Background: an optimization exercise with open tools, aiming at small area, a short achievable clock period and few clock cycles per item. Do not read the settings as production practice. The RTL was checked by simulation tests, not by an equivalence proof against the original design. Power is estimated from default activity; no workload was simulated.

**design/flow/design.v**
```verilog
package bba_pkg;
   localparam int BLOCK_W        = 12;
   localparam int COUNT_W        = 13;
   localparam int STATUS_W       = 2;
   localparam int NUM_BLOCKS_DEF = 4096;
   localparam int WORD_BITS_DEF  = 32;
   localparam logic [COUNT_W-1:0] COUNT_RESET = 13'd4096;
   typedef enum logic {
      OP_ALLOC = 1'b0,
      OP_FREE  = 1'b1
   } opcode_type;
   typedef enum logic [STATUS_W-1:0] {
      ST_OK            = 2'd0,
      ST_OUT_OF_BLOCKS = 2'd1,
      ST_FREE_FREE     = 2'd2,
      ST_OUT_OF_RANGE  = 2'd3
   } status_type;
endpackage
module bba_bitmap #(
   parameter int NUM_WORDS = 128,
   parameter int WORD_BITS = 32,
   parameter int AW        = $clog2(NUM_WORDS)
) (
   input  logic                 clock,
   input  logic                 clear,
   input  logic [AW-1:0]        rd_addr,
   output logic [WORD_BITS-1:0] rd_data,
   input  logic                 wr_en,
   input  logic [AW-1:0]        wr_addr,
   input  logic [WORD_BITS-1:0] wr_data,
   output logic [NUM_WORDS-1:0] not_full
);
   logic [WORD_BITS-1:0] mem_ff [NUM_WORDS];
   logic [NUM_WORDS-1:0] nf_ff;
   logic [NUM_WORDS-1:0] wen;
   logic [WORD_BITS-1:0] wdat;
   logic                 wnf;
   always_comb begin
      for (int w = 0; w < NUM_WORDS; w++) begin
         wen[w] = clear || (wr_en && wr_addr == AW'(w));
      end
   end
   assign wdat = clear ? '0 : wr_data;
   assign wnf  = ~&wdat;
   always_ff @(posedge clock) begin
      for (int w = 0; w < NUM_WORDS; w++) begin
         if (wen[w]) begin
            mem_ff[w] <= wdat;
            nf_ff[w]  <= wnf;
         end
      end
   end
   logic [WORD_BITS-1:0] l1 [NUM_WORDS/4];
   logic [WORD_BITS-1:0] l2 [NUM_WORDS/16];
   logic [WORD_BITS-1:0] l3 [NUM_WORDS/64];
   always_comb begin
      for (int g = 0; g < NUM_WORDS/4; g++) begin
         case (rd_addr[1:0])
            2'd0:    l1[g] = mem_ff[4*g];
            2'd1:    l1[g] = mem_ff[4*g+1];
            2'd2:    l1[g] = mem_ff[4*g+2];
            default: l1[g] = mem_ff[4*g+3];
         endcase
      end
      for (int g = 0; g < NUM_WORDS/16; g++) begin
         case (rd_addr[3:2])
            2'd0:    l2[g] = l1[4*g];
            2'd1:    l2[g] = l1[4*g+1];
            2'd2:    l2[g] = l1[4*g+2];
            default: l2[g] = l1[4*g+3];
         endcase
      end
      for (int g = 0; g < NUM_WORDS/64; g++) begin
         case (rd_addr[5:4])
            2'd0:    l3[g] = l2[4*g];
            2'd1:    l3[g] = l2[4*g+1];
            2'd2:    l3[g] = l2[4*g+2];
            default: l3[g] = l2[4*g+3];
         endcase
      end
      rd_data = rd_addr[6] ? l3[1] : l3[0];
   end
   assign not_full = nf_ff;
endmodule
module bba_find_free #(
   parameter int W  = 32,
   parameter int IW = $clog2(W)
) (
   input  logic [W-1:0]  vec,
   output logic [W-1:0]  onehot,
   output logic [IW-1:0] index,
   output logic          any,
   output logic          multi
);
   logic [W-1:0] lvl [IW+1];
   logic [W-1:0] pre;
   logic [W-1:0] two;
   always_comb begin
      lvl[0] = vec;
      for (int s = 0; s < IW; s++) begin
         for (int i = 0; i < W; i++) begin
            if (i >= (1 << s)) lvl[s+1][i] = lvl[s][i] | lvl[s][i - (1 << s)];
            else               lvl[s+1][i] = lvl[s][i];
         end
      end
      pre[0] = 1'b0;
      for (int i = 1; i < W; i++) pre[i] = lvl[IW][i-1];
   end
   assign onehot = vec & ~pre;
   assign two    = vec & pre;
   assign any    = |vec;
   assign multi  = |two;
   always_comb begin
      index = '0;
      for (int i = 0; i < W; i++) begin
         index = index | (onehot[i] ? IW'(i) : IW'(0));
      end
   end
endmodule
module bba_lt #(
   parameter int W = 8
) (
   input  logic [W-1:0] a,
   input  logic [W-1:0] b,
   output logic         lt
);
   localparam int L = $clog2(W);
   localparam int P = 1 << L;
   logic [P-1:0] g [L+1];
   logic [P-1:0] e [L+1];
   always_comb begin
      for (int i = 0; i < P; i++) begin
         if (i < W) begin
            g[0][i] = ~a[i] & b[i];
            e[0][i] = ~(a[i] ^ b[i]);
         end else begin
            g[0][i] = 1'b0;
            e[0][i] = 1'b1;
         end
      end
      for (int s = 0; s < L; s++) begin
         for (int i = 0; i < P; i++) begin
            if (i < (P >> (s + 1))) begin
               g[s+1][i] = g[s][2*i+1] | (e[s][2*i+1] & g[s][2*i]);
               e[s+1][i] = e[s][2*i+1] & e[s][2*i];
            end else begin
               g[s+1][i] = 1'b0;
               e[s+1][i] = 1'b1;
            end
         end
      end
      lt = g[L][0];
   end
endmodule
module block_bitmap_allocator #(
   parameter int NUM_BLOCKS = bba_pkg::NUM_BLOCKS_DEF,
   parameter int WORD_BITS  = bba_pkg::WORD_BITS_DEF
) (
   input  logic                          clock,
   input  logic                          reset,
   input  logic                          req_valid,
   output logic                          req_ready,
   input  logic                          req_opcode,
   input  logic [bba_pkg::BLOCK_W-1:0]   req_block_number,
   output logic                          rsp_valid,
   input  logic                          rsp_ready,
   output logic [bba_pkg::BLOCK_W-1:0]   rsp_allocated_block,
   output logic [bba_pkg::STATUS_W-1:0]  rsp_status,
   input  logic                          csr_wr_en,
   input  logic [bba_pkg::COUNT_W-1:0]   csr_wr_data
);
   localparam int NW   = NUM_BLOCKS / WORD_BITS;    
   localparam int BW   = $clog2(WORD_BITS);         
   localparam int AW   = $clog2(NW);                
   localparam int BLKW = bba_pkg::BLOCK_W;          
   localparam int CNTW = bba_pkg::COUNT_W;          
   localparam int STW  = bba_pkg::STATUS_W;
   logic clear_ff;
   always_ff @(posedge clock) begin
      clear_ff <= reset;
   end
   logic                 csr_q;
   logic [CNTW-1:0]      cnt_ff;
   logic [CNTW-1:0]      eff;
   logic [AW:0]          nwords;
   logic [AW-1:0]        lastw;
   logic [CNTW-1:0]      eff_ff;
   logic [AW:0]          nw_ff;
   logic [AW-1:0]        lw_ff;
   logic [WORD_BITS-1:0] lastmask;
   always_ff @(posedge clock) begin
      csr_q <= csr_wr_en;
      if (csr_wr_en)     cnt_ff <= csr_wr_data;
      else if (clear_ff) cnt_ff <= bba_pkg::COUNT_RESET;
   end
   assign eff    = (cnt_ff[CNTW-1] && |cnt_ff[CNTW-2:0]) ? CNTW'(NUM_BLOCKS) : cnt_ff;
   assign nwords = eff[CNTW-1:BW] + (AW+1)'(|eff[BW-1:0]);
   assign lastw  = eff[CNTW-2:BW] - AW'(eff[BW-1:0] == '0);
   always_ff @(posedge clock) begin
      if (clear_ff) begin
         eff_ff <= CNTW'(NUM_BLOCKS);
         nw_ff  <= (AW+1)'(NW);
         lw_ff  <= AW'(NW - 1);
      end else begin
         eff_ff <= eff;
         nw_ff  <= nwords;
         lw_ff  <= lastw;
      end
   end
   always_ff @(posedge clock) begin
      for (int i = 0; i < WORD_BITS; i++) begin
         lastmask[i] <= clear_ff || (eff_ff[BW-1:0] == '0) || (BW'(i) < eff_ff[BW-1:0]);
      end
   end
   logic                 wr_v_ff;
   logic [AW-1:0]        wr_a_ff;
   logic [WORD_BITS-1:0] wr_d_ff;
   logic [AW-1:0]        rd_addr_ff;
   logic [AW-1:0]        rd_addr_in;
   logic [WORD_BITS-1:0] rd_raw;
   logic [WORD_BITS-1:0] rd_fwd;
   logic [NW-1:0]        not_full;
   bba_bitmap #(
      .NUM_WORDS (NW),
      .WORD_BITS (WORD_BITS)
   ) u_bitmap (
      .clock    (clock),
      .clear    (clear_ff),
      .rd_addr  (rd_addr_ff),
      .rd_data  (rd_raw),
      .wr_en    (wr_v_ff),
      .wr_addr  (wr_a_ff),
      .wr_data  (wr_d_ff),
      .not_full (not_full)
   );
   assign rd_fwd = (wr_v_ff && wr_a_ff == rd_addr_ff) ? wr_d_ff : rd_raw;
   logic            b_v_ff, a_v_ff;
   logic            b_op_ff, a_op_ff;
   logic [BLKW-1:0] b_x_ff, a_x_ff;
   logic                 c_v_ff;
   logic                 c_op_ff;
   logic [BLKW-1:0]      c_x_ff;
   logic                 c_oor_ff;
   logic [WORD_BITS-1:0] c_rw_ff;
   logic            r0_v_ff, r1_v_ff;
   logic [BLKW-1:0] r0_b_ff, r1_b_ff;
   logic [STW-1:0]  r0_s_ff, r1_s_ff;
   logic                 s0_v_ff, s1_v_ff, s2_v_ff;
   logic [AW-1:0]        s0_w_ff, s1_w_ff, s2_w_ff;
   logic [WORD_BITS-1:0] s0_d_ff, s1_d_ff, s2_d_ff;
   logic                 s0_l_ff, s1_l_ff, s2_l_ff;
   logic [AW:0]          lb_ff;
   logic                 exh_ff;
   logic                 pf_hold_ff;
   logic                 p1_v_ff;
   logic [AW:0]          p1_w_ff;
   logic                 p2_v_ff;
   logic                 p2_n_ff;
   logic [AW-1:0]        p2_w_ff;
   logic [AW:0]          p2_wp1_ff;
   logic [WORD_BITS-1:0] p2_d_ff;
   logic                 p2_l_ff;
   logic            accept;
   logic            c_fire;
   logic            a_take;
   logic            a_load;
   logic            alloc_wait;
   logic            port_a_ff;
   logic            rdp_ff;
   logic            a_v_in;
   logic            a_op_in;
   logic [BLKW-1:0] a_x_in;
   logic            stuck;
   logic            port_a_in;
   logic            kill;
   logic            p2_go;
   logic x_lt_eff;
   bba_lt #(.W(CNTW)) u_lt_eff (.a(CNTW'(a_x_ff)), .b(eff_ff), .lt(x_lt_eff));
   assign req_ready = !b_v_ff;
   assign accept    = req_valid && !b_v_ff;
   assign alloc_wait = c_op_ff == bba_pkg::OP_ALLOC && !s0_v_ff && !s1_v_ff && !exh_ff;
   assign c_fire     = c_v_ff && !r1_v_ff && !alloc_wait;
   assign a_take  = a_v_ff && (!c_v_ff || c_fire) &&
                    (a_op_ff == bba_pkg::OP_ALLOC || port_a_ff);
   assign a_load  = !a_v_ff || a_take;
   assign a_v_in  = a_load ? (b_v_ff || accept) : a_v_ff;
   assign a_op_in = a_load ? (b_v_ff ? b_op_ff : req_opcode) : a_op_ff;
   assign a_x_in  = a_load ? (b_v_ff ? b_x_ff : req_block_number) : a_x_ff;
   assign stuck   = a_v_ff && !a_take && c_v_ff && alloc_wait;
   assign port_a_in = a_v_in && a_op_in == bba_pkg::OP_FREE && !stuck;
   assign rd_addr_in = port_a_in ? a_x_in[BLKW-1:BW] : p1_w_ff[AW-1:0];
   always_ff @(posedge clock) begin
      if (reset) begin
         a_v_ff    <= 1'b0;
         b_v_ff    <= 1'b0;
         c_v_ff    <= 1'b0;
         port_a_ff <= 1'b0;
         rdp_ff    <= 1'b0;
      end else begin
         a_v_ff    <= a_v_in;
         if (a_load)      b_v_ff <= 1'b0;
         else if (accept) b_v_ff <= 1'b1;
         if (a_take)      c_v_ff <= 1'b1;
         else if (c_fire) c_v_ff <= 1'b0;
         port_a_ff <= port_a_in;
         rdp_ff    <= !port_a_in && p1_v_ff && !p2_go && !kill;
      end
   end
   always_ff @(posedge clock) begin
      a_op_ff    <= a_op_in;
      a_x_ff     <= a_x_in;
      rd_addr_ff <= rd_addr_in;
      if (!b_v_ff) begin
         b_op_ff <= req_opcode;
         b_x_ff  <= req_block_number;
      end
      if (a_take) begin
         c_op_ff  <= a_op_ff;
         c_x_ff   <= a_x_ff;
         c_oor_ff <= !x_lt_eff;
         c_rw_ff  <= rd_fwd;
      end
   end
   logic [AW-1:0]        xw;
   logic [BW-1:0]        xb;
   logic [WORD_BITS-1:0] xoh;
   logic [WORD_BITS-1:0] rwc;
   logic [WORD_BITS-1:0] nd;
   logic                 x_used;
   logic                 x_last;
   assign xw     = c_x_ff[BLKW-1:BW];
   assign xb     = c_x_ff[BW-1:0];
   assign xoh    = WORD_BITS'(1) << xb;
   assign rwc    = (wr_v_ff && wr_a_ff == xw) ? wr_d_ff : c_rw_ff;
   assign nd     = rwc & ~xoh;
   assign x_used = rwc[xb];
   assign x_last = xw == lw_ff;
   logic [AW-1:0]        src_w;
   logic [WORD_BITS-1:0] src_d;
   logic                 src_l;
   logic [WORD_BITS-1:0] avail;
   logic [WORD_BITS-1:0] a_oh;
   logic [BW-1:0]        a_idx;
   logic                 a_any;
   logic                 a_multi;
   assign src_w = s0_v_ff ? s0_w_ff : s1_w_ff;
   assign src_d = s0_v_ff ? s0_d_ff : s1_d_ff;
   assign src_l = s0_v_ff ? s0_l_ff : s1_l_ff;
   assign avail = ~src_d & (src_l ? lastmask : '1);
   bba_find_free #(
      .W (WORD_BITS)
   ) u_alloc_find (
      .vec    (avail),
      .onehot (a_oh),
      .index  (a_idx),
      .any    (a_any),
      .multi  (a_multi)
   );
   logic [NW-1:0] pf_vec;
   logic [NW-1:0] pf_oh;
   logic [AW-1:0] pf_idx;
   logic          pf_any;
   logic          pf_multi;
   for (genvar w = 0; w < NW; w++) begin : g_pf
      logic below;
      bba_lt #(.W(AW+1)) u_lt (.a((AW+1)'(w)), .b(lb_ff), .lt(below));
      assign pf_vec[w] = not_full[w] && !below;
   end
   bba_find_free #(
      .W (NW)
   ) u_pf_find (
      .vec    (pf_vec),
      .onehot (pf_oh),
      .index  (pf_idx),
      .any    (pf_any),
      .multi  (pf_multi)
   );
   logic                 n_ge1, n_ge2, n_3;
   logic [AW-1:0]        e0_w, e1_w, e2_w;
   logic [WORD_BITS-1:0] e0_d, e1_d;
   logic                 e0_l, e1_l;
   logic                 hit0, hit1, hit2;
   logic                 lt_s0, lt_s1, lt_s2;
   logic                 xlt0, xlt1, xlt2;
   logic                 ins0, ins1, ins2, ins3;
   logic                 x_lt_lb;
   bba_lt #(.W(AW)) u_lt_s0 (.a(s0_w_ff), .b(xw), .lt(lt_s0));
   bba_lt #(.W(AW)) u_lt_s1 (.a(s1_w_ff), .b(xw), .lt(lt_s1));
   bba_lt #(.W(AW)) u_lt_s2 (.a(s2_w_ff), .b(xw), .lt(lt_s2));
   bba_lt #(.W(AW+1)) u_lt_lb (.a((AW+1)'(xw)), .b(lb_ff), .lt(x_lt_lb));
   always_comb begin
      if (s0_v_ff) begin
         e0_w = s0_w_ff; e0_d = s0_d_ff; e0_l = s0_l_ff;
         e1_w = s1_w_ff; e1_d = s1_d_ff; e1_l = s1_l_ff;
         e2_w = s2_w_ff;
         xlt0 = lt_s0;
         xlt1 = s1_v_ff && lt_s1;
         xlt2 = s2_v_ff && lt_s2;
      end else begin
         e0_w = s1_w_ff; e0_d = s1_d_ff; e0_l = s1_l_ff;
         e1_w = s2_w_ff; e1_d = s2_d_ff; e1_l = s2_l_ff;
         e2_w = s2_w_ff;
         xlt0 = s1_v_ff && lt_s1;
         xlt1 = s2_v_ff && lt_s2;
         xlt2 = 1'b0;
      end
   end
   assign n_ge1 = s0_v_ff || s1_v_ff;
   assign n_ge2 = s0_v_ff ? s1_v_ff : s2_v_ff;
   assign n_3   = s0_v_ff && s1_v_ff && s2_v_ff;
   assign ins0  = !xlt0;
   assign ins1  = xlt0 && !xlt1;
   assign ins2  = xlt1 && !xlt2;
   assign ins3  = xlt2;
   assign hit0 = s0_v_ff && xw == s0_w_ff;
   assign hit1 = s1_v_ff && xw == s1_w_ff;
   assign hit2 = s2_v_ff && xw == s2_w_ff;
   logic                 s0_v_in, s1_v_in, s2_v_in;
   logic [AW-1:0]        s0_w_in, s1_w_in, s2_w_in;
   logic [WORD_BITS-1:0] s0_d_in, s1_d_in, s2_d_in;
   logic                 s0_l_in, s1_l_in, s2_l_in;
   logic [AW:0]          lb_in;
   logic                 exh_in;
   logic                 wr_load;
   logic [AW-1:0]        wr_a_in;
   logic [WORD_BITS-1:0] wr_d_in;
   logic [BLKW-1:0]      rs_b;
   logic [STW-1:0]       rs_s;
   logic                 p1_start;
   logic                 p2_done;
   always_comb begin
      s0_v_in = s0_v_ff; s0_w_in = s0_w_ff; s0_d_in = s0_d_ff; s0_l_in = s0_l_ff;
      s1_v_in = s1_v_ff; s1_w_in = s1_w_ff; s1_d_in = s1_d_ff; s1_l_in = s1_l_ff;
      s2_v_in = s2_v_ff; s2_w_in = s2_w_ff; s2_d_in = s2_d_ff; s2_l_in = s2_l_ff;
      lb_in   = lb_ff;
      exh_in  = exh_ff;
      kill    = 1'b0;
      wr_load = 1'b0;
      wr_a_in = src_w;
      wr_d_in = src_d | a_oh;
      rs_b    = '0;
      rs_s    = bba_pkg::ST_OK;
      if (c_fire) begin
         if (c_op_ff == bba_pkg::OP_ALLOC) begin
            if (!(s0_v_ff || s1_v_ff) || !a_any) begin
               rs_s = bba_pkg::ST_OUT_OF_BLOCKS;
            end else begin
               rs_b    = {src_w, a_idx};
               wr_load = 1'b1;
               s0_v_in = a_multi;
               s0_w_in = src_w;
               s0_d_in = src_d | a_oh;
               s0_l_in = src_l;
               if (!s0_v_ff) begin
                  s1_v_in = s2_v_ff; s1_w_in = s2_w_ff; s1_d_in = s2_d_ff; s1_l_in = s2_l_ff;
                  s2_v_in = 1'b0;
               end
            end
         end else if (c_oor_ff) begin
            rs_s = bba_pkg::ST_OUT_OF_RANGE;
         end else if (!x_used) begin
            rs_s = bba_pkg::ST_FREE_FREE;
         end else begin
            wr_load = 1'b1;
            wr_a_in = xw;
            wr_d_in = nd;
            if (hit0) begin
               s0_d_in = nd;
            end else if (hit1) begin
               s1_d_in = nd;
            end else if (hit2) begin
               s2_d_in = nd;
            end else if (x_lt_lb) begin
               s0_v_in = 1'b1;
               s1_v_in = n_ge1;
               s2_v_in = n_ge2;
               if (ins0) begin
                  s0_w_in = xw;   s0_d_in = nd;   s0_l_in = x_last;
                  s1_w_in = e0_w; s1_d_in = e0_d; s1_l_in = e0_l;
                  s2_w_in = e1_w; s2_d_in = e1_d; s2_l_in = e1_l;
               end else if (ins1) begin
                  s0_w_in = e0_w; s0_d_in = e0_d; s0_l_in = e0_l;
                  s1_w_in = xw;   s1_d_in = nd;   s1_l_in = x_last;
                  s2_w_in = e1_w; s2_d_in = e1_d; s2_l_in = e1_l;
               end else if (ins2) begin
                  s0_w_in = e0_w; s0_d_in = e0_d; s0_l_in = e0_l;
                  s1_w_in = e1_w; s1_d_in = e1_d; s1_l_in = e1_l;
                  s2_w_in = xw;   s2_d_in = nd;   s2_l_in = x_last;
               end
               if (n_3) begin
                  lb_in  = (AW+1)'(ins3 ? xw : e2_w);
                  exh_in = 1'b0;
                  kill   = 1'b1;
               end
            end else begin
               exh_in = 1'b0;
               kill   = 1'b1;
            end
         end
      end
      p2_done = p2_v_ff && !kill && (p2_n_ff || !s2_v_in);
      if (p2_v_ff && !kill && p2_n_ff) begin
         exh_in = 1'b1;
      end else if (p2_v_ff && !kill && !s2_v_in) begin
         lb_in = p2_wp1_ff;
         if (s1_v_in) begin
            s2_v_in = 1'b1; s2_w_in = p2_w_ff; s2_d_in = p2_d_ff; s2_l_in = p2_l_ff;
         end else if (s0_v_in) begin
            s1_v_in = 1'b1; s1_w_in = p2_w_ff; s1_d_in = p2_d_ff; s1_l_in = p2_l_ff;
         end else begin
            s0_v_in = 1'b1; s0_w_in = p2_w_ff; s0_d_in = p2_d_ff; s0_l_in = p2_l_ff;
         end
      end
   end
   assign p1_start = !exh_ff && !p1_v_ff && !p2_v_ff && !pf_hold_ff;
   assign p2_go    = p1_v_ff && rdp_ff && !p2_v_ff;
   always_ff @(posedge clock) begin
      if (clear_ff || csr_q) begin
         s0_v_ff    <= !csr_q;
         s0_w_ff    <= AW'(0);
         s0_d_ff    <= '0;
         s0_l_ff    <= 1'b0;
         s1_v_ff    <= !csr_q;
         s1_w_ff    <= AW'(1);
         s1_d_ff    <= '0;
         s1_l_ff    <= 1'b0;
         s2_v_ff    <= !csr_q;
         s2_w_ff    <= AW'(2);
         s2_d_ff    <= '0;
         s2_l_ff    <= 1'b0;
         lb_ff      <= csr_q ? '0 : (AW+1)'(3);
         exh_ff     <= 1'b0;
         pf_hold_ff <= 1'b1;
         p1_v_ff    <= 1'b0;
         p2_v_ff    <= 1'b0;
         wr_v_ff    <= 1'b0;
      end else begin
         s0_v_ff    <= s0_v_in;
         s0_w_ff    <= s0_w_in;
         s0_d_ff    <= s0_d_in;
         s0_l_ff    <= s0_l_in;
         s1_v_ff    <= s1_v_in;
         s1_w_ff    <= s1_w_in;
         s1_d_ff    <= s1_d_in;
         s1_l_ff    <= s1_l_in;
         s2_v_ff    <= s2_v_in;
         s2_w_ff    <= s2_w_in;
         s2_d_ff    <= s2_d_in;
         s2_l_ff    <= s2_l_in;
         lb_ff      <= lb_in;
         exh_ff     <= exh_in;
         pf_hold_ff <= kill;
         if (kill) begin
            p1_v_ff <= 1'b0;
            p2_v_ff <= 1'b0;
         end else begin
            if (p1_start)   p1_v_ff <= 1'b1;
            else if (p2_go) p1_v_ff <= 1'b0;
            if (p2_go)        p2_v_ff <= 1'b1;
            else if (p2_done) p2_v_ff <= 1'b0;
         end
         if (wr_load) wr_v_ff <= 1'b1;
      end
   end
   logic p1_lt_nw;
   bba_lt #(.W(AW+1)) u_lt_nw (.a(p1_w_ff), .b(nw_ff), .lt(p1_lt_nw));
   always_ff @(posedge clock) begin
      if (p1_start) begin
         p1_w_ff <= pf_any ? (AW+1)'(pf_idx) : (AW+1)'(NW);
      end
      if (p2_go) begin
         p2_n_ff   <= !p1_lt_nw;
         p2_w_ff   <= p1_w_ff[AW-1:0];
         p2_wp1_ff <= p1_w_ff + (AW+1)'(1);
         p2_d_ff <= rd_fwd;
         p2_l_ff   <= p1_w_ff[AW-1:0] == lw_ff;
      end
      if (wr_load) begin
         wr_a_ff <= wr_a_in;
         wr_d_ff <= wr_d_in;
      end
   end
   logic pop;
   assign pop = r0_v_ff && rsp_ready;
   always_ff @(posedge clock) begin
      if (reset) begin
         r0_v_ff <= 1'b0;
         r1_v_ff <= 1'b0;
      end else begin
         if (pop) begin
            r0_v_ff <= r1_v_ff || c_fire;
            r1_v_ff <= r1_v_ff && c_fire;
         end else begin
            r0_v_ff <= r0_v_ff || c_fire;
            r1_v_ff <= r1_v_ff || (r0_v_ff && c_fire);
         end
      end
   end
   always_ff @(posedge clock) begin
      if (pop) begin
         if (r1_v_ff) begin
            r0_b_ff <= r1_b_ff;
            r0_s_ff <= r1_s_ff;
         end else begin
            r0_b_ff <= rs_b;
            r0_s_ff <= rs_s;
         end
         r1_b_ff <= rs_b;
         r1_s_ff <= rs_s;
      end else begin
         if (!r0_v_ff) begin
            r0_b_ff <= rs_b;
            r0_s_ff <= rs_s;
         end
         if (!r1_v_ff) begin
            r1_b_ff <= rs_b;
            r1_s_ff <= rs_s;
         end
      end
   end
   assign rsp_valid           = r0_v_ff;
   assign rsp_allocated_block = r0_b_ff;
   assign rsp_status          = r0_s_ff;
endmodule
```
**design/flow/run.sh**
```bash
#!/bin/bash
# synth_recipe.tcl (not shown) runs the flow's synth.tcl, then flattens the netlist and writes it again
# the make line also repeats each setting of config.mk as NAME=value (left out here)
make -C /OpenROAD-flow-scripts/flow DESIGN_CONFIG=/design/flow/config.mk WORK_HOME=/design/flow/orfs CLKGATE_MAP_FILE= SYNTH_SCRIPT=/design/flow/synth_recipe.tcl finish
```
**design/flow/config.mk**
```make
export PLATFORM = sky130hd
export DESIGN_NAME = block_bitmap_allocator
export DESIGN_NICKNAME = block_bitmap_allocator
export VERILOG_FILES = /design/flow/design.v
export SDC_FILE = /design/flow/constraint.sdc
export NUM_CORES = 4
export LEC_CHECK = 0
export ABC_CLOCK_PERIOD_IN_PS = 3000
export CAP_MARGIN = 20
export CORE_MARGIN = 2
export CORE_UTILIZATION = 35
export CTS_CLUSTER_DIAMETER = 100
export CTS_CLUSTER_SIZE = 20
export PLACE_DENSITY = 0.5
export SETUP_SLACK_MARGIN = 4.5
export SLEW_MARGIN = 20
```
**design/flow/constraint.sdc**
```tcl
create_clock -name core_clock -period 8.0 [get_ports {clock}]
set_input_delay 1.6000 -clock core_clock [delete_from_list [all_inputs] [get_ports {clock}]]
set_output_delay 1.6000 -clock core_clock [all_outputs]
set_load 0.01 [all_outputs]
```
==> impl_metrics.csv, run 1 <==
group,metric,value,unit
logic_synthesis,yosys_register_bits,4645,
final_layout,utilization,0.411,
critical_path,ff2ff_setup_slack,3.79,ns
drt,detail_route.vias_per_cell,6.06,
logic_synthesis,synth_edf_count,4398,
cts,cts-htree-levels,5,
critical_path,critPathLaunchType,"register",
logic_synthesis,yosys_warnings,19,
critical_path,crit_required,8.88,ns
critical_path,r2r_cells,13,
logic_synthesis,async_flop_share,0,
final_layout,final_cell_mix,"4,398 x edfxtp_1, 1,299 x mux4_2, 572 x buf_4",
hold_path,worstHoldPathCells,2,
critical_path,path_class,"register to register",
timing,slew_viol_final,0,
drt,drt_wl_total,705,mm
timing,fin_hold_ws,0.445,ns
floorplan,fp.dieH,743,um
critical_path,slowest_delay,0.63,ns
cts,cts_tree,"done",
logic_synthesis,synth_nets,10300,
cts,ctsRootBufferMaster,"clkbuf_16",
critical_path,worst_path_max_delay_cell,"or4b_4",
placement,place_congestion,0.946,
drt,routedWlPerCell,38.6,um
cts,clk_pin_slew,0.09,ns
floorplan,die_x,743,um
global_route,grt_pass1_vias,108000,
critical_path,r2r-start,"c_x_ff[7]$_DFFE_PP_",
timing,rsz0062_at_grt,"yes",
logic_synthesis,yosysSeqAreaShare,0.718,
final_layout,fin_nets,11000,
run_status,status,"timing/DRC/antenna clean",
hold_path,hold_end,"r1_s_ff[1]$_DFF_P_",
logic_synthesis,synth_ff_type,"edfxtp_1",
global_route,overflow,0,
drt,drc,0,
placement,port_buffers,46,
cts,cts.sinks,4645,
critical_path,critical_path.cell_chain,"buf_12 > xnor2_4 > and4_4 > nand2_8 > mux4_2 > a211oi_4 > or4_4 > a211oi_4 > buf_12 > a41o_4 > or4b_4 > clkbuf_16 > a311oi_1",
power,total_power,54.2,mW
timing,final.setup.tns,0,ns
critical_path,critPathCaptureType,"register",
cts,clk_latency,1.03,ns
floorplan,die-area,551000,um2
final_layout,n_fill_cell,48200,
floorplan,core,544000,um2
timing,period_needed,4.21,ns
hold_path,hold_path.class,"register to register",
global_route,antenna_found_initial,66,
global_route,grt_max_degree,115,
timing,hold_viol,0,
drt,vias,111000,
global_route,grt.total_usage,0.249,
critical_path,cp_max_fo,7,
flow_run,maxCapViolCount,0,
final_layout,seqCellArea,137000,um2
final_layout,multi_input_area,56200,um2
timing,finalClockSkew,0.0885,ns
drt,ant_nets,0,
logic_synthesis,synth.distinct_cells,103,
power,p_per_area,242,nW/um2
placement,hpwlAfterDp,399,mm
power,ir_drop,168,uV
floorplan,initial_core_util,0.351,
final_layout,drive_above_1_share,0.311,
final_layout,syn_to_final_growth,17.1,%
timing,setup_viol,0,
drt,dr.first_iter.drc_count,15100,
cts,cts_buffers,281,
power,leakage,74.1,nW
critical_path,arrival,5.10,ns
cts,cts_max_path_buffers,4,
hold_path,hold_start,"r1_s_ff[1]$_DFF_P_",
drt,firstDrtPassIters,6,
logic_synthesis,syn-cell-area,191000,um2
final_layout,layout_commonest_cell,"edfxtp_1",
timing,fmax,0.237,GHz
floorplan,io_pins,47,
logic_synthesis,netlist_instances,10300,
global_route,grt_first_pass_wirelength,946,mm
floorplan,rows,271,
timing,period_share,0.527,
timing,worst_pin_slew,1.22,ns
timing,slew_headroom,0.189,
logic_synthesis,avgSynthCellArea,18.6,um2
critical_path,r2r-end,"s2_d_ff[16]$_SDFF_PP0_",
final cells by class:
cell class                      count  area share
Inverter                           99     0.00174
Tap cell                         7234      0.0405
Multi-Input combinational cell   4898       0.251
Clock inverter                     43     0.00283
Clock buffer                      298      0.0321
Antenna cell                       19    0.000213
Timing Repair Buffer             1015      0.0583
Sequential cell                  4645       0.613
stage by stage:
step / cells / area, um2 / worst slack [ns]
detailed placement: 17300 / 203000 / 2.28
floorplan: 10300 / 191000 / 3.13
global route: 18200 / 224000 / 3.72
CTS: 18100 / 221000 / 3.83
finish: 18300 / 224000 / 3.79
global placement: 17300 / 203000 / 2.10
layer usage:
metal  share of wire  global-route usage
met5         0.00023             0.00131
met4           0.040              0.0824
met3           0.074              0.0359
met2            0.46               0.392
met1            0.42               0.356
worst max path at each step:
stage	startpoint	cells past startpoint	end	slack (ns)
final	c_x_ff[7]$_DFFE_PP_	13	s2_d_ff[16]$_SDFF_PP0_	3.79
after global routing	c_x_ff[5]$_DFFE_PP_	19	s0_d_ff[31]$_SDFF_PP0_	3.72
after CTS	c_x_ff[5]$_DFFE_PP_	14	s2_d_ff[22]$_SDFF_PP0_	3.83
after detailed placement	wr_a_ff[1]$_DFFE_PP_	13	s1_d_ff[9]$_SDFF_PP0_	2.28
after global placement	s1_l_ff$_SDFF_PP0_	15	s1_d_ff[3]$_SDFF_PP0_	2.10
after floorplan	clear_ff$_DFF_P_	3	u_bitmap.nf_ff[0]$_DFFE_PP_	3.13
logic make-up after synthesis:
| group | count (synthesis) | share of synthesized area |
|---|---|---|
| compound gates | 1473 | 0.0516 |
| xor+xnor | 40 | 0.00184 |
| fa+ha+maj | 51 | 0.00333 |
| buf+inv | 721 | 0.0149 |
| flops | 4645 | 0.718 |
| mux | 1561 | 0.167 |
| other cells | 1 | 0.0000196 |
| simple gates | 1759 | 0.0433 |
worst max-delay path: cells and delay by family, from the launching register on:
family / cells / cell delay (ns)
muxes: 1 / 0.40
DFF: 1 / 0.43
xor gates and xnor gates: 1 / 0.16
buffers and inverters: 3 / 0.57
AOI/OAI and AO/OA: 4 / 0.85
and+or+nand+nor: 4 / 1.67
repair_timing:
action                     4_1_cts  5_1_grt
setup endpoints to repair      617      687
pin swaps                      134       81
hold buffers                     0        0
resized for setup              992      270
buffers inserted               297      120
gates cloned                   115       17
cell usage after synthesis, types with 31 or more instances:
cell         n  area [um2]
mux4_2    1299       29300
nand2b_1    58         363
buf_1      141         529
a31oi_1     55         344
o31ai_1     71         533
o22ai_1     61         382
clkbuf_1   418        1570
a21o_1      35         263
nor2_1     451        1690
a22oi_1     61         458
nand4_1     56         350
a21oi_1    255        1280
nor4_1      39         244
mux2_2      54         608
ha_1        50         626
xnor2_1     31         272
edfxtp_1  4398      132000
and3_1      36         225
inv_1       95         357
a211oi_1    56         420
a221oi_1    63         552
o211ai_1    47         353
o21ai_0    430        2150
nor2b_1     94         588
dfxtp_1    247        4940
and2_1      40         250
buf_2       48         240
nand2_1    622        2330
mux2i_1    206        2060
o21a_1      42         315
nor3_1     108         541
nand3_1    116         581
registers in the layout (all words and copies together), names as in the netlist, 12 cells and up:
signal,cells
r1_b_ff,12
lastmask,32
wr_d_ff,32
cnt_ff,13
s1_d_ff,32
u_bitmap.nf_ff,128
u_bitmap.mem_ff,4096
b_x_ff,12
s0_d_ff,32
p2_d_ff,32
s2_d_ff,32
eff_ff,13
c_rw_ff,32
c_x_ff,12
a_x_ff,12
r0_b_ff,12
power breakdown:
| part | switching (mW) | total [mW] | internal [mW] |
|---|---|---|---|
| clock network | 8.18 | 14.8 | 6.60 |
| logic | 6.41 | 10.8 | 4.44 |
| registers | 0.433 | 28.5 | 28.1 |
| total | 15.0 | 54.2 | 39.1 |
Testbench counts, summed over its fixed seeds: cycles 24,117, items 24,000.
==> inputs of run 2 (changes only) <==
--- a/design/flow/design.v
+++ b/design/flow/design.v
@@ -430,2 +430,6 @@
    logic                 p2_done;
+   logic                 c_free;
+   logic                 a_shift;
+   assign c_free  = c_fire && c_op_ff == bba_pkg::OP_FREE;
+   assign a_shift = c_fire && c_op_ff == bba_pkg::OP_ALLOC && !s0_v_ff && s1_v_ff && a_any;
    always_comb begin
@@ -500,10 +504,10 @@
       end
-      p2_done = p2_v_ff && !kill && (p2_n_ff || !s2_v_in);
-      if (p2_v_ff && !kill && p2_n_ff) begin
+      p2_done = p2_v_ff && !c_free && (p2_n_ff || a_shift || !s2_v_ff);
+      if (p2_v_ff && !c_free && p2_n_ff) begin
          exh_in = 1'b1;
-      end else if (p2_v_ff && !kill && !s2_v_in) begin
+      end else if (p2_done) begin
          lb_in = p2_wp1_ff;
-         if (s1_v_in) begin
+         if (a_shift ? s2_v_ff : s1_v_ff) begin
             s2_v_in = 1'b1; s2_w_in = p2_w_ff; s2_d_in = p2_d_ff; s2_l_in = p2_l_ff;
-         end else if (s0_v_in) begin
+         end else if (a_shift || s0_v_ff) begin
             s1_v_in = 1'b1; s1_w_in = p2_w_ff; s1_d_in = p2_d_ff; s1_l_in = p2_l_ff;
==> run 2 against run 1 <==
Die area about the same. Combinational power about the same. Synthesized cell count down 0.41%. Critical endpoint is now p1_w_ff[5]$_SDFFCE_PP0P_. Power about the same. Flip-flop and latch count unchanged. Worst setup slack better by 0.24 ns. Area after synthesis about the same. Cell area up 0.84%.
==> impl_metrics.csv, run 2 <==
group,metric,value,unit
run_status,status,"timing/DRC/antenna clean",
final_layout,reg_top3,"u_bitmap.mem_ff: 4096 flops, u_bitmap.nf_ff: 128 flops",
global_route,met1_usage,0.340,
power,total_power,54.2,mW
logic_synthesis,yosys_warnings,19,
critical_path,arrival,4.68,ns
timing,worst_pin_slew,1.31,ns
final_layout,fin_nets,11100,
hold_path,hold_path.class,"register to register",
critical_path,r2r-end,"p1_w_ff[5]$_SDFFCE_PP0P_",
power,power.internal,39.1,mW
timing,slew_viol_final,0,
placement,pre_cts_slack,2.48,ns
final_layout,drive_above_1_share,0.334,
drt,firstDrtPassIters,8,
power,clockPowerShare,0.273,
global_route,top_usage_layer,"met2",
final_layout,n_fill_cell,48000,
timing,period_needed,3.98,ns
drt,dr.first_iter.drc_count,15100,
critical_path,critPathCaptureType,"register",
critical_path,cp_max_fo,16,
power,leakage,75.3,nW
cts,cts_tree,"done",
timing,slew_headroom,0.118,
power,p_sw_frac,0.279,
floorplan,io_pins,47,
cts,cts-htree-levels,5,
logic_synthesis,yosysMostFrequentCell,"edfxtp_1",
timing,final.setup.tns,0,ns
placement,port_buffers,46,
logic_synthesis,syn-cell-area,191000,um2
timing,setup_ws,4.02,ns
cts,clk_pin_slew,0.09,ns
global_route,grt_max_degree,104,
logic_synthesis,synth_nets,10300,
logic_synthesis,yosysSeqAreaShare,0.718,
logic_synthesis,synth_edf_count,4398,
power,power_frac_comb,0.203,
cts,cts.sinks,4645,
logic_synthesis,avgSynthCellArea,18.7,um2
critical_path,critPathLaunchType,"register",
flow_run,maxCapViolCount,0,
hold_path,hold_start,"r1_b_ff[2]$_DFF_P_",
timing,period_share,0.497,
cts,cts_max_path_buffers,4,
floorplan,initial_core_util,0.351,
global_route,antenna_found_initial,50,
logic_synthesis,synth.area.top_cells,"edfxtp_1 69%, mux4_2 15%, dfxtp_1 2.6%, o21ai_0 1.1%, mux2i_1 1.1%",
final_layout,regMostFlops,"u_bitmap.mem_ff",
hold_path,worstHoldPathCells,2,
drt,drc,0,
global_route,grt_first_pass_wirelength,966,mm
cts,cts_hold_buf,0,
critical_path,cp-startpoint,"lb_ff[4]$_SDFF_PP0_",
logic_synthesis,synthTopCellsByCount,"4,398 x edfxtp_1, 1,269 x mux4_2, 480 x nand2_1",
floorplan,rows,271,
power,ir_drop,204,uV
global_route,grtUsageMet2,0.417,
drt,vias,112000,
critical_path,crit_required,8.70,ns
logic_synthesis,yosysTopAreaCell,"edfxtp_1",
floorplan,die_x,742,um
final_layout,final_cell_mix,"4,398 x edfxtp_1, 1,269 x mux4_2, 621 x buf_4",
final_layout,layout_commonest_cell,"edfxtp_1",
drt,routedWlPerCell,39.5,um
critical_path,r2r_cells,10,
floorplan,core,544000,um2
placement,hpwlAfterDp,421,mm
timing,rsz0062_at_grt,"yes",
drt,detail_route.vias_per_cell,6.06,
timing,fmax,0.252,GHz
floorplan,die-area,551000,um2
timing,setup_viol,0,
final_layout,largest_reg_flops,4096,
logic_synthesis,synth_ff_type,"edfxtp_1",
power,p_per_area,240,nW/um2
timing,hold_viol,0,
logic_synthesis,async_flop_share,0,
cts,ctsRootBufferMaster,"clkbuf_16",
critical_path,path_class,"register to register",
final_layout,syn_to_final_growth,18.2,%
critical_path,ff2ff_setup_slack,4.02,ns
cts,cts_buffers,279,
critical_path,r2r-start,"lb_ff[4]$_SDFF_PP0_",
logic_synthesis,synth.distinct_cells,121,
floorplan,fp.dieH,742,um
logic_synthesis,netlist_instances,10200,
global_route,overflow,0,
global_route,grt_pass1_vias,109000,
drt,drt_wl_total,726,mm
placement,place_congestion,0.970,
drt,ant_nets,0,
power,power.switching,15.1,mW
timing,finalClockSkew,0.0754,ns
hold_path,hold_end,"r1_b_ff[2]$_DFF_P_",
logic_synthesis,synth_top_area_share,0.692,
global_route,grtUsageMet3,0.0340,
logic_synthesis,yosys_register_bits,4645,
global_route,grt.total_usage,0.255,
power,power_frac_seq,0.524,
cts,clk_latency,1.01,ns
run 2: cell type report:
class | instances | area (um2) | share of cell area
Multi-Input combinational cell | 4825 | 56700 | 0.252
Clock buffer | 300 | 7180 | 0.0318
Tap cell | 7234 | 9050 | 0.0401
Sequential cell | 4645 | 137000 | 0.608
Timing Repair Buffer | 1127 | 14000 | 0.0622
Inverter | 137 | 533 | 0.00236
Antenna cell | 80 | 200 | 0.000888
Clock inverter | 45 | 646 | 0.00286
run 2: metal layers:
metal | vias up | routed length, um
li1 | 43900 | -
met4 | 10 | 39300
met3 | 1231 | 52500
met5 | - | 58
met1 | 60800 | 288000
met2 | 5645 | 346000
run 2: worst max-delay path: stages (launching register included):
cell and delay [ns]:
dfxtp_2 0.42, buf_12 0.22, nand3_2 0.31, o21ai_4 0.36, nor2b_1 0.34, nand2b_1 0.17
o2bb2ai_2 0.18, a2111oi_4 0.39, nand4b_1 0.17, or4b_1 0.55, or4_4 0.53
run 2: cell families after synthesis:
kind of cell    synth area share
fa+ha+maj                0.00338
simple gates              0.0380
flops                      0.718
xor+xnor                 0.00188
buf+inv                   0.0165
other cells            0.0000197
compound gates            0.0588
mux                        0.163
run 2: power groups by stage:
stage | registers [mW] | logic, mW | clock network (mW)
after floorplan | 28.7 | 5.03 | 0
after global placement | 28.9 | 8.90 | 0
after detailed placement | 29.0 | 8.95 | 0
after CTS | 28.4 | 10.3 | 15.1
after global routing | 28.5 | 11.3 | 15.9
final | 28.4 | 11.0 | 14.8
run 2: what timing repair did:
| action | in CTS | in global routing |
|---|---|---|
| setup buffers | 380 | 194 |
| pin swaps | 256 | 223 |
| setup endpoints to repair | 992 | 728 |
| cloned | 101 | 48 |
| gates resized for setup | 1026 | 523 |
run 2: worst max-delay path by stage:
stage | endpoint | slack (ns) | cells past startpoint
floorplan | u_bitmap.nf_ff[0]$_DFFE_PP_ | 3.09 | 3
global placement | p1_w_ff[3]$_SDFFCE_PP0P_ | 2.49 | 12
detailed placement | lb_ff[0]$_DFF_P_ | 2.48 | 12
CTS | p1_w_ff[5]$_SDFFCE_PP0P_ | 4.10 | 11
global route | p1_w_ff[4]$_SDFFCE_PP0P_ | 3.94 | 15
finish | p1_w_ff[5]$_SDFFCE_PP0P_ | 4.02 | 10
run 2: through the flow:
step	hold slack (ns)	utilization	instance area (um2)	std cells
global placement	0.431	0.371	202000	17200
finish	0.446	0.415	225000	18400
floorplan	0.423	-	191000	10200
detailed placement	0.435	0.372	202000	17200
global route	0.473	0.414	225000	18400
CTS	0.448	0.404	220000	18100
Testbench counts of run 2, summed over its fixed seeds: cycles 24,117, items 24,000.
==> inputs of run 3 (changes only) <==
--- a/design/flow/config.mk
+++ b/design/flow/config.mk
@@ -8,9 +8,9 @@
 export ABC_CLOCK_PERIOD_IN_PS = 3000
-export CAP_MARGIN = 20
+export CAP_MARGIN = 35
 export CORE_MARGIN = 2
-export CORE_UTILIZATION = 35
+export CORE_UTILIZATION = 45
 export CTS_CLUSTER_DIAMETER = 100
 export CTS_CLUSTER_SIZE = 20
-export PLACE_DENSITY = 0.5
+export PLACE_DENSITY = 0.6
 export SETUP_SLACK_MARGIN = 4.5
-export SLEW_MARGIN = 20
+export SLEW_MARGIN = 35
==> run 3 against run 2 <==
Still clean. Power about the same. Synthesized cell count unchanged. Critical path depth up 10. Critical path type unchanged. Largest cell class unchanged. Highest routed layer unchanged.
==> impl_metrics.csv, run 3 <==
group,metric,value,unit
run_status,status,"timing/DRC/antenna clean",
power,leakage,76.5,nW
floorplan,die_x,655,um
timing,setup_ws,4.03,ns
critical_path,cp_max_fo,7,
timing,period_share,0.496,
critical_path,critPathCaptureType,"register",
hold_path,hold_path.class,"register to register",
power,p_per_area,240,nW/um2
logic_synthesis,yosys_register_bits,4645,
final_layout,largest_reg_flops,4096,
critical_path,crit_required,8.65,ns
drt,drc,0,
timing,hold_viol,0,
final_layout,utilization,0.534,
global_route,antenna_found_initial,47,
final_layout,stdcell_count,16900,
logic_synthesis,synth_top_area_share,0.692,
cts,cts-htree-levels,5,
logic_synthesis,synth.area.top_cells,"edfxtp_1 69%, mux4_2 15%, dfxtp_1 2.6%, o21ai_0 1.1%, mux2i_1 1.1%",
logic_synthesis,synthTopCellsByCount,"4,398 x edfxtp_1, 1,269 x mux4_2, 480 x nand2_1",
critical_path,slowest_delay,0.48,ns
final_layout,final_cell_mix,"4,398 x edfxtp_1, 1,269 x mux4_2, 717 x buf_4",
drt,ant_nets,0,
floorplan,io_pins,47,
critical_path,critical_path.cell_chain,"buf_12 > buf_4 > a211oi_4 > buf_6 > o211ai_1 > nand4_1 > buf_4 > buf_4 > buf_4 > buf_4 > buf_4 > buf_4 > buf_4 > buf_4 > buf_4 > a21oi_1 > nand2_1 > nand3_1 > or3_1 > or4_4",
timing,slew_viol_final,0,
logic_synthesis,avgSynthCellArea,18.7,um2
power,ir_drop,208,uV
floorplan,rows,239,
final_layout,regMostFlops,"u_bitmap.mem_ff",
critical_path,arrival,4.62,ns
timing,fmax,0.252,GHz
final_layout,design_area,226000,um2
critical_path,cp_num_buf_inv,12,
critical_path,path_class,"register to register",
cts,clk_latency,0.98,ns
floorplan,die-area,429000,um2
critical_path,critPathTopFamily,"simple AND/OR/NAND/NOR gates",
cts,cts_tree,"done",
placement,port_buffers,46,
logic_synthesis,yosysSeqAreaShare,0.718,
drt,drt_wl_total,698,mm
timing,final.setup.tns,0,ns
drt,firstDrtPassIters,6,
cts,ctsRootBufferMaster,"clkbuf_16",
logic_synthesis,synth_nets,10300,
drt,detail_route.vias_per_cell,6.68,
logic_synthesis,netlist_instances,10200,
critical_path,critPathLaunchType,"register",
floorplan,initial_core_util,0.451,
drt,dr.first_iter.drc_count,16500,
critical_path,cp.depth,20,
logic_synthesis,yosysMostFrequentCell,"edfxtp_1",
global_route,grt.total_usage,0.318,
floorplan,core,423000,um2
placement,place_congestion,0.961,
global_route,grt_pass1_vias,108000,
final_layout,reg_top3,"u_bitmap.mem_ff: 4096 flops, u_bitmap.nf_ff: 128 flops",
critical_path,path_common_cell,"buf_4",
drt,vias,113000,
global_route,grt_first_pass_wirelength,932,mm
timing,slew_headroom,0.268,
placement,hpwlAfterDp,404,mm
cts,cts_buffers,280,
timing,rsz0062_at_grt,"yes",
flow_run,maxCapViolCount,0,
placement,pre_cts_slack,2.54,ns
floorplan,fp.dieH,655,um
cts,cts.sinks,4645,
logic_synthesis,yosys_warnings,19,
cts,cts_hold_buf,0,
global_route,grt_max_degree,129,
logic_synthesis,synth_ff_type,"edfxtp_1",
drt,routedWlPerCell,41.2,um
cts,cts_max_path_buffers,4,
logic_synthesis,async_flop_share,0,
logic_synthesis,synth.distinct_cells,121,
cts,clk_pin_slew,0.07,ns
logic_synthesis,syn-cell-area,191000,um2
timing,finalClockSkew,0.0710,ns
timing,setup_viol,0,
hold_path,worstHoldPathCells,2,
critical_path,r2r_cells,20,
final_layout,layout_commonest_cell,"edfxtp_1",
final_layout,fin_nets,11200,
global_route,overflow,0,
timing,period_needed,3.97,ns
critical_path,worst_path_max_delay_cell,"or4_4",
final_layout,drive_above_1_share,0.346,
timing,worst_pin_slew,1.09,ns
logic_synthesis,synth_edf_count,4398,
placement,placed_cells,15700,
placement,place_area,201000,um2
final_layout,syn_to_final_growth,18.4,%
logic_synthesis,yosysTopAreaCell,"edfxtp_1",
## run 3: power breakdown
group          leakage (nW)  total [mW]  switching (mW)  internal (mW)
registers              46.4        28.4           0.406           28.0
clock network          3.86        14.8            8.13           6.64
logic                  26.2        11.0            6.34           4.69
## run 3: kinds of logic after synthesis
logic type                 synth area share
adders and majority gates           0.00338
DFF                                   0.718
muxes                                 0.163
xor gates and xnor gates            0.00188
and+or+nand+nor                      0.0380
AOI/OAI and AO/OA                    0.0588
buffers and inverters                0.0165
other                             0.0000197
## run 3: area by class of cell
| type | instances | area [um2] |
|---|---|---|
| clock buffers | 310 | 7330 |
| diodes | 42 | 105 |
| flip-flops and latches | 4645 | 137000 |
| inverters | 137 | 579 |
| repair buffers | 1266 | 15900 |
| clock inverters | 43 | 586 |
| multi-input cells | 4817 | 57200 |
| fillers | 33100 | 197000 |
| well taps | 5663 | 7090 |
## run 3: repair_timing
item                                    4_1_cts  5_1_grt
gates cloned                                124       35
gates resized for setup                    1120      504
pin swaps                                   346      277
endpoints found under the setup margin      543      324
setup buffers                               459      219
## run 3: worst min-delay path, delay by kind of cell (launching register included)
| family | cells | cell delay [ns] |
|---|---|---|
| flip-flops | 1 | 0.31 |
| AND/OR/NAND/NOR | 2 | 0.09 |
## run 3: layer usage
| metal | up-vias | wire length, um | track usage |
|---|---|---|---|
| li1 | 44100 | - | - |
| met1 | 61000 | 270000 | 0.436 |
| met2 | 6481 | 324000 | 0.498 |
| met3 | 1355 | 62600 | 0.0534 |
| met4 | 14 | 41800 | 0.156 |
| met5 | - | 78 | 0 |
## run 3: metrics by stage
stage,power [mW],hold slack [ns]
after floorplan,33.8,0.423
after global placement,37.5,0.430
after detailed placement,37.7,0.434
after CTS,53.7,0.446
after global routing,55.5,0.466
final,54.2,0.448
## run 3: final timing paths
path                                    to  slack, ns          startpoint
setup / recovery  p1_w_ff[5]$_SDFFCE_PP0P_       4.03    lb_ff[1]$_DFF_P_
hold / removal          r1_b_ff[4]$_DFF_P_       0.45  r1_b_ff[4]$_DFF_P_
setup reg to reg  p1_w_ff[5]$_SDFFCE_PP0P_       4.03    lb_ff[1]$_DFF_P_
hold reg to reg         r1_b_ff[4]$_DFF_P_       0.45  r1_b_ff[4]$_DFF_P_

==> what the ideal ports hide <==
How much do the figures lean on ideal ports? The routed layouts below were timed once more, with nothing changed but the port constraints.
Step 1 assumes that a clkbuf_16 drives the clock port and a buf_2 every other input.
Step 2 adds t to the input delays and takes it off the output delays; t is the mean of the earliest and latest rising clock arrival at the registers after step 1. Input paths then give back, and output paths get back, about the clock's delay inside the block.
Three values: no drivers, after step 1, after step 2; two values: the first two.
| run | t (ns) | setup slack, ns | latest minus earliest clock arrival (ns) | slew at the worst register clock pin (ns) | pins driven straight from the clock port |
|---|---|---|---|---|---|
| run 1 | 1.106 | 3.786 / 3.786 / 3.786 | 0.099 / 0.099 | 0.11 / 0.11 | 1 |
| run 2 | 1.098 | 4.024 / 4.024 / 4.024 | 0.080 / 0.080 | 0.10 / 0.10 | 1 |
| run 3 | 1.078 | 4.031 / 4.031 / 4.031 | 0.091 / 0.091 | 0.10 / 0.10 | 1 |
After both steps setup and hold are still met in every run listed.
